This is an optimization exercise on Yosys and OpenROAD, whose aim is small area, a short achievable clock period and few clock cycles, not a production implementation.
Function was checked by simulation only, so behaviour that the tests miss may differ from the original.
Power and IR drop assume default switching activity.

### design.v
package clock_sync_pkg;
	typedef logic [15:0] stamp_t;
	typedef struct packed {
		logic [8-1:0] addr;
		logic [7:0]                data;
		logic                      we;
	} mbox_wr_t;
	typedef struct packed {
		stamp_t tx;
		stamp_t rx;
	} snapshot_t;
	typedef logic [4-1:0] node_mask_t;
	typedef struct packed {
		node_mask_t rx_ok;
		node_mask_t sync_ok;
		node_mask_t slave_rdy;
		node_mask_t scope_trigger;
	} node_status_t;
	typedef struct packed {
		stamp_t offset;
		stamp_t delay;
	} node_result_t;
	typedef node_result_t [4-1:0] result_array_t;
	typedef logic [2+1:0] stamp_addr_t;
endpackage
`timescale 1ns/1ps
module local_counter (
	input  logic                      clk_i,
	input  logic                      arst_n_i,
	input  logic [1:0]                snapshot_req_i,
	output clock_sync_pkg::stamp_t    count_o,
	output logic                      cycle_start_o,
	output clock_sync_pkg::snapshot_t snapshot_o
);
	clock_sync_pkg::stamp_t next_count;
	assign cycle_start_o = (count_o == 16'd200 - 16'd1);
	assign next_count = cycle_start_o ? '0 : count_o + 16'd1;
	always_ff @(posedge clk_i or negedge arst_n_i) begin
		if (!arst_n_i) begin
			count_o <= '0;
		end else begin
			count_o <= next_count;
		end
	end
	always_ff @(posedge clk_i or negedge arst_n_i) begin
		if (!arst_n_i) begin
			snapshot_o <= '0;
		end else begin
			if (snapshot_req_i[0]) begin
				snapshot_o.tx <= count_o;
			end
			if (snapshot_req_i[1]) begin
				snapshot_o.rx <= count_o;
			end
		end
	end
endmodule
`timescale 1ns/1ps
module timestamp_store (
	input  logic                         clk_i,
	input  logic                         arst_n_i,
	input  clock_sync_pkg::mbox_wr_t     mbox_wr_i,
	input  logic                         cycle_take_i,
	input  clock_sync_pkg::stamp_addr_t  rd_addr_i,
	output clock_sync_pkg::stamp_t       rd_data_o,
	output clock_sync_pkg::node_status_t status_o
);
	logic [7:0] stamp_lo [(4 * 4)];
	logic [7:0] stamp_hi [(4 * 4)];
	logic [15:0] flags [4];
	clock_sync_pkg::node_mask_t rdy1;
	clock_sync_pkg::node_mask_t rdy2;
	clock_sync_pkg::node_mask_t chain_ok;
	clock_sync_pkg::node_mask_t lo_hit;
	clock_sync_pkg::node_mask_t hi_hit;
	clock_sync_pkg::node_mask_t flag_lo_hit;
	clock_sync_pkg::node_mask_t flag_hi_hit;
	clock_sync_pkg::stamp_addr_t wr_idx;
	clock_sync_pkg::node_status_t status_next;
	function automatic logic [8-1:0] byte_addr(input int node, input int offs);
		logic [31:0] addr;
		addr = (8 * 2) + node * 16 + offs;
		byte_addr = addr[8-1:0];
	endfunction
	always_comb begin
		lo_hit = '0;
		hi_hit = '0;
		flag_lo_hit = '0;
		flag_hi_hit = '0;
		wr_idx = '0;
		for (int n = 0; n < 4; n++) begin
			if (mbox_wr_i.we && mbox_wr_i.addr == byte_addr(n, 2)) begin
				flag_lo_hit[n] = 1'b1;
			end
			if (mbox_wr_i.we && mbox_wr_i.addr == byte_addr(n, 3)) begin
				flag_hi_hit[n] = 1'b1;
			end
			for (int k = 0; k < 4; k++) begin
				if (mbox_wr_i.we && mbox_wr_i.addr == byte_addr(n, 4 + 2 * k)) begin
					lo_hit[n] = 1'b1;
					wr_idx = n * 4 + k;
				end
				if (mbox_wr_i.we && mbox_wr_i.addr == byte_addr(n, 5 + 2 * k)) begin
					hi_hit[n] = 1'b1;
					wr_idx = n * 4 + k;
				end
			end
		end
	end
	assign chain_ok = {rdy1[4-2:0] & rdy2[4-2:0], 1'b1};
	always_comb begin
		status_next = '0;
		for (int n = 0; n < 4; n++) begin
			status_next.rx_ok[n] = rdy1[n] & rdy2[n];
			status_next.sync_ok[n] = status_next.rx_ok[n] & flags[n][0];
			status_next.slave_rdy[n] = status_next.sync_ok[n] & flags[n][1];
			status_next.scope_trigger[n] = status_next.rx_ok[n] & flags[n][2];
		end
	end
	always_ff @(posedge clk_i or negedge arst_n_i) begin
		if (!arst_n_i) begin
			rdy1 <= '0;
			rdy2 <= '0;
			status_o <= '0;
			for (int n = 0; n < 4; n++) begin
				flags[n] <= '0;
			end
		end else if (cycle_take_i) begin
			status_o <= status_next;
			rdy1 <= '0;
			rdy2 <= '0;
			for (int n = 0; n < 4; n++) begin
				flags[n] <= '0;
			end
		end else begin
			rdy1 <= rdy1 | (lo_hit & chain_ok);
			rdy2 <= rdy2 | (hi_hit & chain_ok & rdy1);
			for (int n = 0; n < 4; n++) begin
				if (flag_lo_hit[n]) begin
					flags[n][7:0] <= mbox_wr_i.data;
				end
				if (flag_hi_hit[n]) begin
					flags[n][15:8] <= mbox_wr_i.data;
				end
			end
		end
	end
	always_ff @(posedge clk_i or negedge arst_n_i) begin
		if (!arst_n_i) begin
			for (int i = 0; i < (4 * 4); i++) begin
				stamp_lo[i] <= '0;
				stamp_hi[i] <= '0;
			end
		end else begin
			if (|lo_hit) begin
				stamp_lo[wr_idx] <= mbox_wr_i.data;
			end
			if (|hi_hit) begin
				stamp_hi[wr_idx] <= mbox_wr_i.data;
			end
		end
	end
	assign rd_data_o = {stamp_hi[rd_addr_i], stamp_lo[rd_addr_i]};
endmodule
`timescale 1ns/1ps
module offset_delay_calc (
	input  logic                          clk_i,
	input  logic                          arst_n_i,
	input  logic                          cycle_start_i,
	input  clock_sync_pkg::snapshot_t     snapshot_i,
	output logic                          cycle_take_o,
	output clock_sync_pkg::stamp_addr_t   rd_addr_o,
	input  clock_sync_pkg::stamp_t        rd_data_i,
	output logic [4*32-1:0]      results_o,
	output logic                          result_req_o,
	input  logic                          result_ack_i
);
	typedef enum logic [2:0] {
		S_IDLE,
		S_T0,
		S_T1,
		S_A,
		S_B,
		S_STORE,
		S_REQ,
		S_RELEASE
	} state_t;
	state_t state;
	logic [2-1:0] node;
	logic [2-1:0] node_prev;
	clock_sync_pkg::snapshot_t snap_r;
	clock_sync_pkg::stamp_t delay_acc;
	clock_sync_pkg::stamp_t offset_acc;
	clock_sync_pkg::stamp_t operand;
	logic first_node;
	assign cycle_take_o = (state == S_IDLE) && cycle_start_i;
	assign first_node = (node == '0);
	assign node_prev = node - 1'b1;
	always_comb begin
		case (state)
			S_T0: rd_addr_o = {node, 2'd0};
			S_T1: rd_addr_o = {node, 2'd1};
			S_A: rd_addr_o = {node_prev, 2'd2};
			S_B: rd_addr_o = {node_prev, 2'd3};
			default: rd_addr_o = {node, 2'd0};
		endcase
	end
	always_comb begin
		if (!first_node) begin
			operand = rd_data_i;
		end else if (state == S_A) begin
			operand = snap_r.tx;
		end else begin
			operand = snap_r.rx;
		end
	end
	always_ff @(posedge clk_i) begin
		if (cycle_take_o) begin
			snap_r <= snapshot_i;
		end
		case (state)
			S_T0: begin
				delay_acc <= rd_data_i;
				offset_acc <= rd_data_i;
			end
			S_T1: begin
				delay_acc <= delay_acc - rd_data_i;
				offset_acc <= offset_acc + rd_data_i;
			end
			S_A: begin
				delay_acc <= delay_acc - operand;
				offset_acc <= offset_acc - operand;
			end
			S_B: begin
				delay_acc <= delay_acc + operand;
				offset_acc <= offset_acc - operand;
			end
			default: begin
			end
		endcase
	end
	always_ff @(posedge clk_i or negedge arst_n_i) begin
		if (!arst_n_i) begin
			state <= S_IDLE;
			node <= '0;
			results_o <= '0;
			result_req_o <= 1'b0;
		end else begin
			case (state)
				S_IDLE: begin
					node <= '0;
					if (cycle_start_i) begin
						state <= S_T0;
					end
				end
				S_T0: state <= S_T1;
				S_T1: state <= S_A;
				S_A: state <= S_B;
				S_B: state <= S_STORE;
				S_STORE: begin
					for (int i = 0; i < 4; i++) begin
						if (node == i) begin
							results_o[32 * i +: 16] <= delay_acc;
							results_o[32 * i + 16 +: 16] <= offset_acc;
						end
					end
					node <= node + 1'b1;
					if (node == (4 - 1)) begin
						state <= S_REQ;
					end else begin
						state <= S_T0;
					end
				end
				S_REQ: begin
					if (result_ack_i) begin
						result_req_o <= 1'b0;
						state <= S_RELEASE;
					end else begin
						result_req_o <= 1'b1;
					end
				end
				S_RELEASE: begin
					if (!result_ack_i) begin
						state <= S_IDLE;
					end
				end
				default: state <= S_IDLE;
			endcase
		end
	end
endmodule
`timescale 1ns/1ps
module clock_sync_top (
	input  logic                          clk_i,
	input  logic                          arst_n_i,
	input  logic [7:0]                    mbox_addr_i,
	input  logic [7:0]                    mbox_data_i,
	input  logic                          mbox_we_i,
	input  logic [1:0]                    snapshot_req_i,
	output logic [15:0]                   local_count_o,
	output logic [127:0]                  results_o,
	output logic [15:0]                   status_o,
	output logic                          result_req_o,
	input  logic                          result_ack_i
);
	clock_sync_pkg::mbox_wr_t mbox_wr;
	logic cycle_start;
	logic cycle_take;
	clock_sync_pkg::snapshot_t snapshot;
	clock_sync_pkg::stamp_addr_t rd_addr;
	clock_sync_pkg::stamp_t rd_data;
	assign mbox_wr = {mbox_addr_i, mbox_data_i, mbox_we_i};
	local_counter u_local_counter (
		.clk_i          (clk_i),
		.arst_n_i       (arst_n_i),
		.snapshot_req_i (snapshot_req_i),
		.count_o        (local_count_o),
		.cycle_start_o  (cycle_start),
		.snapshot_o     (snapshot)
	);
	timestamp_store u_timestamp_store (
		.clk_i        (clk_i),
		.arst_n_i     (arst_n_i),
		.mbox_wr_i    (mbox_wr),
		.cycle_take_i (cycle_take),
		.rd_addr_i    (rd_addr),
		.rd_data_o    (rd_data),
		.status_o     (status_o)
	);
	offset_delay_calc u_offset_delay_calc (
		.clk_i         (clk_i),
		.arst_n_i      (arst_n_i),
		.cycle_start_i (cycle_start),
		.snapshot_i    (snapshot),
		.cycle_take_o  (cycle_take),
		.rd_addr_o     (rd_addr),
		.rd_data_i     (rd_data),
		.results_o     (results_o),
		.result_req_o  (result_req_o),
		.result_ack_i  (result_ack_i)
	);
endmodule
### run.sh
#!/bin/bash
# synth_recipe.tcl (not shown) runs the flow's synth.tcl, then flattens the netlist and writes it again
# the make line also repeats each setting of config.mk as NAME=value (left out here)
make -C /OpenROAD-flow-scripts/flow DESIGN_CONFIG=/design/flow/config.mk WORK_HOME=/design/flow/orfs CLKGATE_MAP_FILE= SYNTH_SCRIPT=/design/flow/synth_recipe.tcl finish
### config.mk
export PLATFORM = sky130hd
export DESIGN_NAME = clock_sync_top
export DESIGN_NICKNAME = clock_sync_top
export VERILOG_FILES = /design/flow/design.v
export SDC_FILE = /design/flow/constraint.sdc
export NUM_CORES = 4
export LEC_CHECK = 0
export CAP_MARGIN = 20
export CORE_MARGIN = 2
export CORE_UTILIZATION = 40
export PLACE_DENSITY = 0.6
export SLEW_MARGIN = 20
### constraint.sdc
create_clock -name core_clock -period 9.0 [get_ports {clk_i}]
set_input_delay 1.8000 -clock core_clock [delete_from_list [all_inputs] [get_ports {clk_i}]]
set_output_delay 1.8000 -clock core_clock [all_outputs]
set_load 0.01 [all_outputs]
==> results.toml <==
[timing]
layout_worst_path_cycle_share = 0.817
worstMarginPinSlew_ps = 1200
maxSlewViolCount = 0
timing.hold.ws_ps = 444
tns_ps = 0
setup_viol = 0
rsz0062_at_grt = "no"
period_minus_slack_ps = 7350
finalClockSkew_ps = 25.7
timing.final.hold_violations = 0
slew-limit-headroom = 0.196
fmax_ghz = 0.136

[setup_path]
worstPathMaxFanout = 47
required_ps = 9490
critPathMaxStageDelay_ps = 710
crit_path_end_kind = "flop"
startpoint_type = "flop"
crit_arrival_ps = 7840
path_class = "reg -> reg"
cp_slowest_cell = "ha_1"

[clock_tree]
post-cts-setup-buffers = 0
cts_tree = "built"
htree_levels = 2
cts_buffers = 58
ctsResizeCount = 0
cts-root-buf = "clkbuf_16"
clkTransAtPathRegs_ps = 60
cts_hold_buf = 0
cts.sinks = 538
clk_latency_ps = 620
cts_buffer_depth = 3

[logic_synthesis]
async_reset_ff_frac = 0.881
synth-seq-area-share = 0.544
syn-num-nets = 2117
synth_edf_count = 64
syn_area_um2 = 25300
syn_avg_cell_area_um2 = 12.3
synth_cell_types = 93
synth_cells = 2056
yosys_warnings = 6
synth_ff_type = "dfrtp_1"
yosys_register_bits = 538

[grt]
grt_antenna_before_repair = 0
grt_start_max_net_pins = 162
use_met2 = 0.346
grt_pass1_vias = 17600
use_met1 = 0.312
gr-total-overflow = 0
gr-usage-all-layers = 0.220
grt_pass1_wl_um = 112000
busiest_layer = "met2"
met3_usage = 0.0369

[floorplanning]
dieArea_um2 = 65400
die_w_um = 256
core_area_um2 = 62900
start_util = 0.403
die_y_um = 256
ios = 183
fp-row-count = 92

[placement]
io_buffers = 182
place_hpwl_um = 50300
post-place-cells = 3008
place_congestion = 0.869

[pwr]
seq_power_share = 0.299
swShare = 0.391
finalPower_mw = 11.0
peakVddDrop_mv = 0.223
p_per_area_nw_per_um2 = 366
combPwrFrac = 0.473
p_leak_nw = 13.5
pwr-share-clk = 0.228
p_switching_mw = 4.31
intPower_mw = 6.70

[finish]
drive_above_1_share = 0.267
diodes = 0
area_delta_synth_final_pct = 18.9
fin_cells = 3118
layout.nets = 2284

[drt]
vias_per_cell = 5.68
drt_wl_total_um = 73100
first_pass_iters = 5
vias = 17700
antenna_left = 0
drt_iter0_drc = 1326
drc = 0
wire_per_inst_um = 23.5

[job]
max_cap_viol_count = 0

[worst_hold_path]
hold_path_class = "reg -> reg"

[status]
status = "finished clean"
## power groups by stage
stage	Clock, mW	Sequential, mW	Combinational (mW)
after global routing	2.66	3.35	5.70
final	2.51	3.30	5.21
after CTS	2.55	3.30	5.16
after floorplan	0	3.31	3.46
after detailed placement	0	3.35	5.13
after global placement	0	3.32	5.02
## stage by stage
stage / setup WS [ps] / util / area [um^2]
after floorplan: 3050 / - / 25300
final: 1650 / 0.479 / 30100
after global placement: 1960 / 0.446 / 28000
after global routing: 1260 / 0.479 / 30100
after CTS: 1770 / 0.479 / 30100
after detailed placement: 1800 / 0.446 / 28000
## kinds of logic after synthesis
family                     count (synthesis)  synth area share
AOI/OAI and AO/OA                        328            0.0896
xor gates and xnor gates                  58            0.0206
adders and majority gates                 39            0.0199
buffers and inverters                    140            0.0248
DFF                                      538             0.544
muxes                                    448             0.199
and+or+nand+nor                          505             0.102
## final timing paths
kind | startpoint | end | slack (ps) | cells past startpoint
setup reg to reg | u_offset_delay_calc.node[0]$_DFFE_PN0P_ | u_offset_delay_calc.delay_acc[15]$_DFFE_PP_ | 1650 | 25
setup / recovery | u_offset_delay_calc.node[0]$_DFFE_PN0P_ | u_offset_delay_calc.delay_acc[15]$_DFFE_PP_ | 1650 | 25
max in group asynchronous | arst_n_i | u_timestamp_store.stamp_hi[1][7]$_DFFE_PN0P_ | 5970 | 3
min in group asynchronous | arst_n_i | u_timestamp_store.stamp_lo[14][5]$_DFFE_PN0P_ | 1200 | 1
hold reg to reg | u_local_counter.snapshot_o[23]$_DFFE_PN0P_ | u_offset_delay_calc.snap_r[23]$_DFFE_PP_ | 440 | 0
hold / removal | u_local_counter.snapshot_o[23]$_DFFE_PN0P_ | u_offset_delay_calc.snap_r[23]$_DFFE_PP_ | 440 | 0
## cell usage after synthesis, types with 8 or more instances
master,count,area share
nand4_1,12,0.0030
nand3_1,47,0.0093
and2_1,17,0.0042
and3_1,18,0.0044
buf_6,9,0.0040
buf_2,14,0.0028
nand2_1,156,0.023
mux2_2,417,0.19
clkbuf_1,75,0.011
a22oi_1,51,0.015
inv_1,26,0.0039
dfrtp_1,474,0.47
nor3b_1,8,0.0024
buf_1,10,0.0015
xor2_1,24,0.0083
mux2i_1,29,0.011
ha_1,37,0.018
o21ai_0,74,0.015
nand3b_1,8,0.0024
a31oi_1,13,0.0032
nor2b_1,18,0.0044
xnor2_1,33,0.011
edfxtp_1,64,0.076
a21o_1,11,0.0033
o21a_1,11,0.0033
a22o_1,11,0.0038
nor3_1,23,0.0045
nor2_1,123,0.018
nand2b_1,12,0.0030
a21oi_1,63,0.012
## layer usage
layer	vias to the layer above	wire length [um]
met3	111	4390
li1	7810	-
met2	628	33200
met1	9173	33300
met5	-	0
met4	0	2240
## worst max-delay path: cells and delay by family (launching register included)
| family | cells | cell delay (ps) |
|---|---|---|
| simple gates | 8 | 2370 |
| compound gates | 11 | 2370 |
| fa+ha+maj | 3 | 1290 |
| buf+inv | 2 | 580 |
| flops | 1 | 320 |
| mux | 1 | 300 |
## layout by cell type, fill, tap and decap left out, types with 19 or more instances in the layout
cell,count
inv_1,25
nor3_1,22
xor2_1,24
mux2i_1,29
edfxtp_1,64
ha_1,37
buf_4,37
clkbuf_16,64
clkbuf_8,19
a21oi_1,63
nand3_1,47
mux2_2,417
xnor2_1,31
dfrtp_1,474
nand2_1,156
o21ai_0,74
nor2_1,118
clkdlybuf4s50_1,180
a22oi_1,51
## registers in the layout, summed over array words and instances (netlist names)
name                              cells
u_offset_delay_calc.delay_acc        16
u_timestamp_store.rdy1                4
u_offset_delay_calc.state             3
u_timestamp_store.flags              12
u_offset_delay_calc.result_req_o      1
u_local_counter.count_o              16
u_offset_delay_calc.node              2
u_local_counter.snapshot_o           32
u_timestamp_store.status_o           16
u_offset_delay_calc.snap_r           32
u_offset_delay_calc.results_o       128
u_timestamp_store.stamp_lo          128
u_timestamp_store.stamp_hi          128
u_offset_delay_calc.offset_acc       16
u_timestamp_store.rdy2                4
## area by class of cell
type,count,area [um^2]
fillers,5642,32700
flip-flops and latches,538,13800
multi-input cells,1378,11000
repair buffers,220,2120
clock buffers,96,1910
well taps,846,1060
clock inverters,13,150
inverters,27,101
Testbench counts, summed over its fixed seeds: cycles 5,280.

==> port drivers added, routing unchanged <==
Ports are ideal in the flow. The routed layout listed here was re-timed in OpenROAD.
Step 1, drivers: a clkbuf_16 drives clk_i and a buf_2 each remaining input, both assumed.
Step 2 adds t to the input delays and takes it off the output delays; t is the mean of the earliest and latest rising clock arrival at the registers after step 1. Input paths then give back, and output paths get back, about the clock's delay inside the block.
Slacks: ideal ports / drivers / drivers and shift; pairs: ideal ports / drivers.
t (ns): 0.679
setup slack, ns: 1.650 / 1.650 / 1.650
latest minus earliest clock arrival (ns): 0.035 / 0.034
slew at the worst register clock pin (ns): 0.06 / 0.06
cell pins on the clock port's net: 1
After both steps this run still meets setup and hold. The setup slack of this run moves by 0.000 ns with the drivers and by 0.000 ns with both steps.
